This design comes from an exercise in tuning for small area and a short achievable clock period on the open sky130 flow, not from production work.
In this exercise RTL edits were held to simulation tests only and were not proved equivalent to the original.
No activity file was given, so power comes from the tool's default toggle rates.

--- flow/config.mk ---
export PLATFORM = sky130hd
export DESIGN_NAME = gshare_ras_ongorucu
export DESIGN_NICKNAME = gshare_ras_ongorucu
export VERILOG_FILES = /design/flow/design.v
export SDC_FILE = /design/flow/constraint.sdc
export NUM_CORES = 4
export LEC_CHECK = 0
export CAP_MARGIN = 20
export CORE_MARGIN = 2
export CORE_UTILIZATION = 40
export SLEW_MARGIN = 20
--- flow/constraint.sdc ---
create_clock -name core_clock -period 5.5 [get_ports {clk_g}]
set_input_delay 1.1000 -clock core_clock [delete_from_list [all_inputs] [get_ports {clk_g}]]
set_output_delay 1.1000 -clock core_clock [all_outputs]
set_load 0.01 [all_outputs]
--- flow/design.v ---
module gshare_ras_ongorucu #(
  parameter int ADR_BIT      = 32,
  parameter int BTB_DERINLIK = 32,
  parameter int GHR_BIT      = 8,
  parameter int RAS_DERINLIK = 4,
  localparam int IDX = $clog2(BTB_DERINLIK),
  localparam int RP  = $clog2(RAS_DERINLIK)
) (
  input  logic               clk_g,
  input  logic               rst_g,
  input  logic               i_gecerli,
  input  logic [ADR_BIT-1:0] i_buyruk_adresi,
  input  logic               i_is_branch,
  input  logic               i_is_jal,
  input  logic               i_is_jalr,
  input  logic               i_is_call,
  input  logic               i_is_ret,
  input  logic               i_is_comp,
  input  logic [ADR_BIT-1:0] i_jal_hedef,
  output logic               o_gecerli,
  output logic               o_buyruk_ongoru,
  output logic [ADR_BIT-1:0] o_atlanan_adres,
  output logic [GHR_BIT-1:0] o_ghr_ckpt,
  output logic [RP:0]        o_ras_ckpt,
  input  logic               i_guncelle_gecerli,
  input  logic [ADR_BIT-1:0] i_g_adres,
  input  logic               i_g_branch,
  input  logic               i_g_jalr,
  input  logic               i_g_atladi,
  input  logic [ADR_BIT-1:0] i_g_hedef,
  input  logic               i_g_yanlis,
  input  logic [GHR_BIT-1:0] i_g_ghr_ckpt,
  input  logic [RP:0]        i_g_ras_ckpt
);
  localparam logic [RP:0]   RAS_FULL = RAS_DERINLIK[RP:0];
  localparam logic [RP-1:0] PTR_ONE  = RP'(1);
  localparam logic [RP:0]   CNT_ONE  = (RP+1)'(1);
  logic               ctr_hi     [BTB_DERINLIK];
  logic               ctr_lo_n   [BTB_DERINLIK];
  logic               btb_valid  [BTB_DERINLIK];
  logic [ADR_BIT-1:0] btb_target [BTB_DERINLIK];
  logic [GHR_BIT-1:0] ghr;
  logic [ADR_BIT-1:0] ras        [RAS_DERINLIK];
  logic               ras_wr     [RAS_DERINLIK];
  logic [RP-1:0]      ras_ptr;
  logic [RP:0]        ras_cnt;
  logic [IDX-1:0]     p_idx, u_idx;
  logic [ADR_BIT-1:0] fall_thru, p_target, ras_top;
  logic               p_taken, fire, repair, pop_ok;
  logic [RP-1:0]      ptr_pop, ptr_nxt;
  logic [RP:0]        cnt_pop, cnt_nxt;
  logic [1:0]         u_ctr, u_ctr_nxt;
  logic               unused_ok;
  assign repair    = i_guncelle_gecerli & i_g_yanlis;
  assign fire      = i_gecerli & ~repair;
  assign p_idx     = i_buyruk_adresi[IDX+1:2] ^ ghr[IDX-1:0];
  assign u_idx     = i_g_adres[IDX+1:2] ^ i_g_ghr_ckpt[IDX-1:0];
  assign fall_thru = i_buyruk_adresi + {{(ADR_BIT-3){1'b0}}, ~i_is_comp, i_is_comp, 1'b0};
  assign unused_ok = ^{i_g_adres[ADR_BIT-1:IDX+2], i_g_adres[1:0]};
  assign ras_top   = ras_wr[ras_ptr] ? ras[ras_ptr] : '0;
  always_comb begin
    p_taken  = 1'b0;
    p_target = fall_thru;
    if (i_is_branch) begin
      if (btb_valid[p_idx] && ctr_hi[p_idx]) begin
        p_taken  = 1'b1;
        p_target = btb_target[p_idx];
      end
    end else if (i_is_jal) begin
      p_taken  = 1'b1;
      p_target = i_jal_hedef;
    end else if (i_is_jalr) begin
      if (i_is_ret && ras_cnt != '0) begin
        p_taken  = 1'b1;
        p_target = ras_top;
      end else if (btb_valid[p_idx]) begin
        p_taken  = 1'b1;
        p_target = btb_target[p_idx];
      end
    end
  end
  always_comb begin
    pop_ok  = i_is_ret && (ras_cnt != '0);
    ptr_pop = pop_ok ? ras_ptr - PTR_ONE : ras_ptr;
    cnt_pop = pop_ok ? ras_cnt - CNT_ONE : ras_cnt;
    ptr_nxt = ptr_pop;
    cnt_nxt = cnt_pop;
    if (i_is_call) begin
      ptr_nxt = ptr_pop + PTR_ONE;
      if (cnt_pop != RAS_FULL) cnt_nxt = cnt_pop + CNT_ONE;
    end
  end
  always_comb begin
    u_ctr     = {ctr_hi[u_idx], ~ctr_lo_n[u_idx]};
    u_ctr_nxt = u_ctr;
    if (i_g_atladi && u_ctr != 2'b11)       u_ctr_nxt = u_ctr + 2'b01;
    else if (!i_g_atladi && u_ctr != 2'b00) u_ctr_nxt = u_ctr - 2'b01;
  end
  always_ff @(posedge clk_g or negedge rst_g) begin
    if (!rst_g) begin
      for (int i = 0; i < BTB_DERINLIK; i++) begin
        ctr_hi[i]    <= 1'b0;
        ctr_lo_n[i]  <= 1'b0;
        btb_valid[i] <= 1'b0;
      end
      for (int i = 0; i < RAS_DERINLIK; i++) ras_wr[i] <= 1'b0;
      ghr       <= '0;
      ras_ptr   <= '0;
      ras_cnt   <= '0;
      o_gecerli <= 1'b0;
    end else begin
      if (i_guncelle_gecerli) begin
        if (i_g_branch) begin
          ctr_hi[u_idx]   <= u_ctr_nxt[1];
          ctr_lo_n[u_idx] <= ~u_ctr_nxt[0];
        end
        if (i_g_atladi || i_g_jalr) btb_valid[u_idx] <= 1'b1;
      end
      if (repair) begin
        ghr     <= i_g_branch ? {i_g_ghr_ckpt[GHR_BIT-2:0], i_g_atladi} : i_g_ghr_ckpt;
        ras_ptr <= i_g_ras_ckpt[RP:1];
        ras_cnt <= i_g_ras_ckpt[0] ? RAS_FULL : '0;
      end else if (fire) begin
        if (i_is_branch) ghr <= {ghr[GHR_BIT-2:0], p_taken};
        if (i_is_call) ras_wr[ptr_nxt] <= 1'b1;
        ras_ptr <= ptr_nxt;
        ras_cnt <= cnt_nxt;
      end
      o_gecerli <= fire;
    end
  end
  always_ff @(posedge clk_g) begin
    if (i_guncelle_gecerli && (i_g_atladi || i_g_jalr)) btb_target[u_idx] <= i_g_hedef;
    if (fire && i_is_call) ras[ptr_nxt] <= fall_thru;
  end
  always_ff @(posedge clk_g) begin
    o_buyruk_ongoru <= p_taken;
    o_atlanan_adres <= p_target;
    o_ghr_ckpt      <= ghr;
    o_ras_ckpt      <= {ras_ptr, ras_cnt != '0};
  end
endmodule
--- flow/run.sh ---
#!/bin/bash
# synth_recipe.tcl (not shown) runs the flow's synth.tcl, then flattens the netlist and writes it again
# the make line also repeats each setting of config.mk as NAME=value (left out here)
make -C /OpenROAD-flow-scripts/flow DESIGN_CONFIG=/design/flow/config.mk WORK_HOME=/design/flow/orfs CLKGATE_MAP_FILE= SYNTH_SCRIPT=/design/flow/synth_recipe.tcl finish
==> results.ini <==
[setup_path]
crit_path_end=o_atlanan_adres[10]
start_kind=input port
cp.required_ns=6.15
r2r_end=o_atlanan_adres[10]
cp_data_arrival_time_ns=5.15
worstSetupPathType=input port to flop
ff2ff_setup_slack_ns=1.58
end_kind=flop
cp_max_fo=22
rr_worst_depth=10
startpoint=i_buyruk_adresi[5]
r2r_start=ghr[3]

[route]
drc=0
drt-total-wl_um=165000
vias_per_cell=5.89
first_pass_iters=6
wl_per_cell_um=29.4
drtIter0Drc=4032
num_vias=33100
ant_nets=0

[cells_and_area]
nets=3912
finalInstanceArea_um2=63200
fillers=11300
regArea_um2=38300
drive_above_1_share_pct=19.7
multi_input_area_um2=14200
fin_util_pct=47.5
area_delta_synth_final_pct=18.3

[clock_network]
postCtsHoldBufs=0
cts_setup_buffers=0
cts_sinks=1310
cts_max_level=4
cts_resized=0
cts_buffers=138
clk_pin_slew_ns=0.07
cts_buffer_depth=3
cts-root-buf=clkbuf_16
clk_latency_ns=0.78
cts_tree=done

[synth]
seq_area_frac_synth_pct=71.8
syn_inst=3391
synth_fp_nets=3557
synth_area_um2=53400
syn_area_per_cell_um2=15.7
synth.distinct_cells=81
synth-seq-cells=1310
synth.yosys.warnings=5
synth_edf_count=1152
synth_top_flop_cell=edfxtp_1
async_flop_share_pct=8.70

[sta]
max_freq_ghz=0.222
setup_viol=0
worstMarginPinSlew_ns=1.14
maxSlewViolCount=0
hold_viol=0
holdWs_ns=0.370
clock_skew_ns=0.0239
fin_crit_sh_pct=81.8
finalSetupTns_ns=0
fin_ws_ns=0.999
min_period_ns=4.50
slew_headroom_pct=23.9
rsz0062_at_grt=no

[flow_run]
cap_violations=0

[floorplanning]
fp.dieArea_um2=136000
ios=198
coreArea_um2=133000
die_y_um=369
placementRows=134
start_util_pct=40.2
fp.dieW_um=369

[global_route]
antenna_found_initial=4
grt_pass1_vias=32000
grt_pass1_wl_um=236000
overflow=0
track_usage_pct=24.1
grt_max_degree=63

[power]
leakage_uw=0.0211
power.density_nw_per_um2=431
ir_drop_mv=0.338

[worst_hold_path]
hold_path.class=flop to flop
min_from=ghr[7]

[place]
pre_cts_ws_ns=0.199
gp_congestion=0.874
hpwlAfterDp_um=101000
port_buffers=170
placed_area_um2=58900

[outcome]
status=no timing/DRC/antenna violations

## final cells by class
cell class                      instances  share of cell area (%)
Clock buffer                          172                    5.79
Antenna cell                            2                 0.00793
Clock inverter                         74                    1.09
Tap cell                             1768                    3.50
Multi-Input combinational cell       1855                    22.6
Inverter                               25                   0.149
Timing Repair Buffer                  416                    6.21
Sequential cell                      1310                    60.7
## per-stage QoR
stage                     total power, uW  cells
final                               27200   5622
after global routing                28100   5621
after CTS                           27300   5619
after detailed placement            18200   5373
after global placement              18200   5373
after floorplan                     15400   3391
## registers in the layout (all words and copies together), names as in the netlist
register / cells
o_ghr_ckpt: 8
btb_target: 1024
o_ras_ckpt: 3
ghr: 8
ras_ptr: 2
ras_cnt: 3
ras_wr: 4
o_buyruk_ongoru: 1
o_atlanan_adres: 32
ctr_hi: 32
ctr_lo_n: 32
ras: 128
btb_valid: 32
o_gecerli: 1
## cell usage after synthesis, drive strengths merged, types with 7 or more instances
cell | number | area share (%)
ha | 12 | 0.28
or3 | 14 | 0.16
a32oi | 16 | 0.26
a32o | 7 | 0.13
a22o | 11 | 0.18
xnor2 | 34 | 0.64
a221o | 11 | 0.21
nand2 | 452 | 3.2
o21ai | 166 | 1.6
a211oi | 44 | 0.63
and3 | 11 | 0.13
a31oi | 27 | 0.32
or2 | 36 | 0.42
a311oi | 8 | 0.13
buf | 131 | 1.7
edfxtp | 1152 | 65
a211o | 7 | 0.11
a22oi | 31 | 0.44
o211ai | 11 | 0.15
a2111oi | 15 | 0.26
dfxtp | 44 | 1.6
dfrtp | 114 | 5.3
nand4 | 15 | 0.19
o32ai | 10 | 0.18
clkbuf | 70 | 0.50
mux2i | 101 | 1.9
o221ai | 12 | 0.21
o22ai | 26 | 0.33
o21a | 10 | 0.14
nand3 | 99 | 0.93
xor2 | 22 | 0.40
and2 | 7 | 0.082
nor2b | 12 | 0.14
nor3 | 39 | 0.39
mux2 | 11 | 0.23
a221oi | 42 | 0.84
inv | 25 | 0.18
a21oi | 194 | 1.8
mux4 | 168 | 7.1
nor2 | 121 | 0.86
## worst min-delay path by stage
stage / to / slack (ns) / depth (start not counted)
after CTS: o_ghr_ckpt[7] / 0.37 / 0
after global placement: o_ghr_ckpt[7] / 0.36 / 0
after global routing: o_ghr_ckpt[7] / 0.40 / 0
final: o_ghr_ckpt[7] / 0.37 / 0
after detailed placement: o_ghr_ckpt[7] / 0.36 / 0
after floorplan: o_ghr_ckpt[7] / 0.35 / 0
## layout by cell type (no fill, tap or decap), types with 12 or more instances in the layout
| master | instances |
|---|---|
| a2111oi_0 | 13 |
| a211oi_1 | 43 |
| a21oi_1 | 194 |
| a221oi_1 | 29 |
| a221oi_2 | 13 |
| a22oi_1 | 31 |
| a31oi_1 | 27 |
| a32oi_1 | 16 |
| buf_12 | 37 |
| buf_2 | 17 |
| buf_4 | 210 |
| clkbuf_1 | 29 |
| clkbuf_16 | 140 |
| clkdlybuf4s50_1 | 152 |
| clkinv_1 | 26 |
| clkinv_2 | 19 |
| dfrtp_1 | 113 |
| dfxtp_1 | 44 |
| edfxtp_1 | 1152 |
| ha_1 | 12 |
| inv_1 | 25 |
| mux2i_1 | 101 |
| mux4_2 | 168 |
| nand2_1 | 452 |
| nand3_1 | 99 |
| nand4_1 | 14 |
| nor2_1 | 80 |
| nor2_4 | 37 |
| nor2b_1 | 12 |
| nor3_1 | 33 |
| o21ai_0 | 151 |
| o21ai_1 | 14 |
| o22ai_1 | 24 |
| or2_2 | 36 |
| or3_1 | 14 |
| xnor2_1 | 27 |
| xor2_1 | 17 |
## worst max-delay path, stage by stage
cell and delay [ns]:
clkdlybuf4s50_1 0.69, xnor2_4 0.96, nor4_2 0.15, and3_1 0.25, nor4_2 0.24, nand4_2 0.29
o221ai_2 0.32, and2_1 0.20, buf_4 0.33, a221oi_1 0.16, a311oi_1 0.41
## cells by family after synthesis
group                      count (synthesis)  synth area share [%]
muxes                                    280                  9.21
DFF                                     1310                  71.8
buffers and inverters                    226                  2.36
adders and majority gates                 13                 0.319
xor gates and xnor gates                  56                  1.05
AOI/OAI and AO/OA                        686                  8.56
and+or+nand+nor                          820                  6.71
## metal layers
metal	up-vias	share of wire, %	track usage, %
li1	14000	-	-
met1	17000	41	33.9
met2	1801	46	37.0
met3	293	10	5.62
met4	0	3.1	8.07
met5	-	0	0
## power breakdown
group | switching (uW) | total (uW) | internal, uW
combinational | 3920 | 6370 | 2450
clock | 3950 | 9080 | 5130
sequential | 328 | 11800 | 11400
total | 8200 | 27200 | 19000

## static timing again, ports no longer ideal
The flow's constraints put no driver on any port. The routed layout listed below was extracted and timed again, unchanged, in two steps.
Step 1, drivers: a clkbuf_16 drives clk_g and a buf_2 each remaining input, both assumed.
Step 2 moves the port delays by t, midway between the first and last clock arrival at a register: inputs arrive t later, outputs are due t later. That takes back most of the time a late clock gives input paths.
Three values: no drivers, after step 1, after step 2; two values: the first two.
t (ns): 0.845
setup WS [ns]: 0.999 / 1.047 / 0.202
hold WS [ns]: 0.370 / 0.370 / 0.370
latest minus earliest clock arrival (ns): 0.033 / 0.033
worst data-port slew with drivers (ns): 0.11
After both steps setup and hold are still met in this run. The setup slack of this run moves by +0.048 ns with the drivers and by -0.797 ns with both steps.
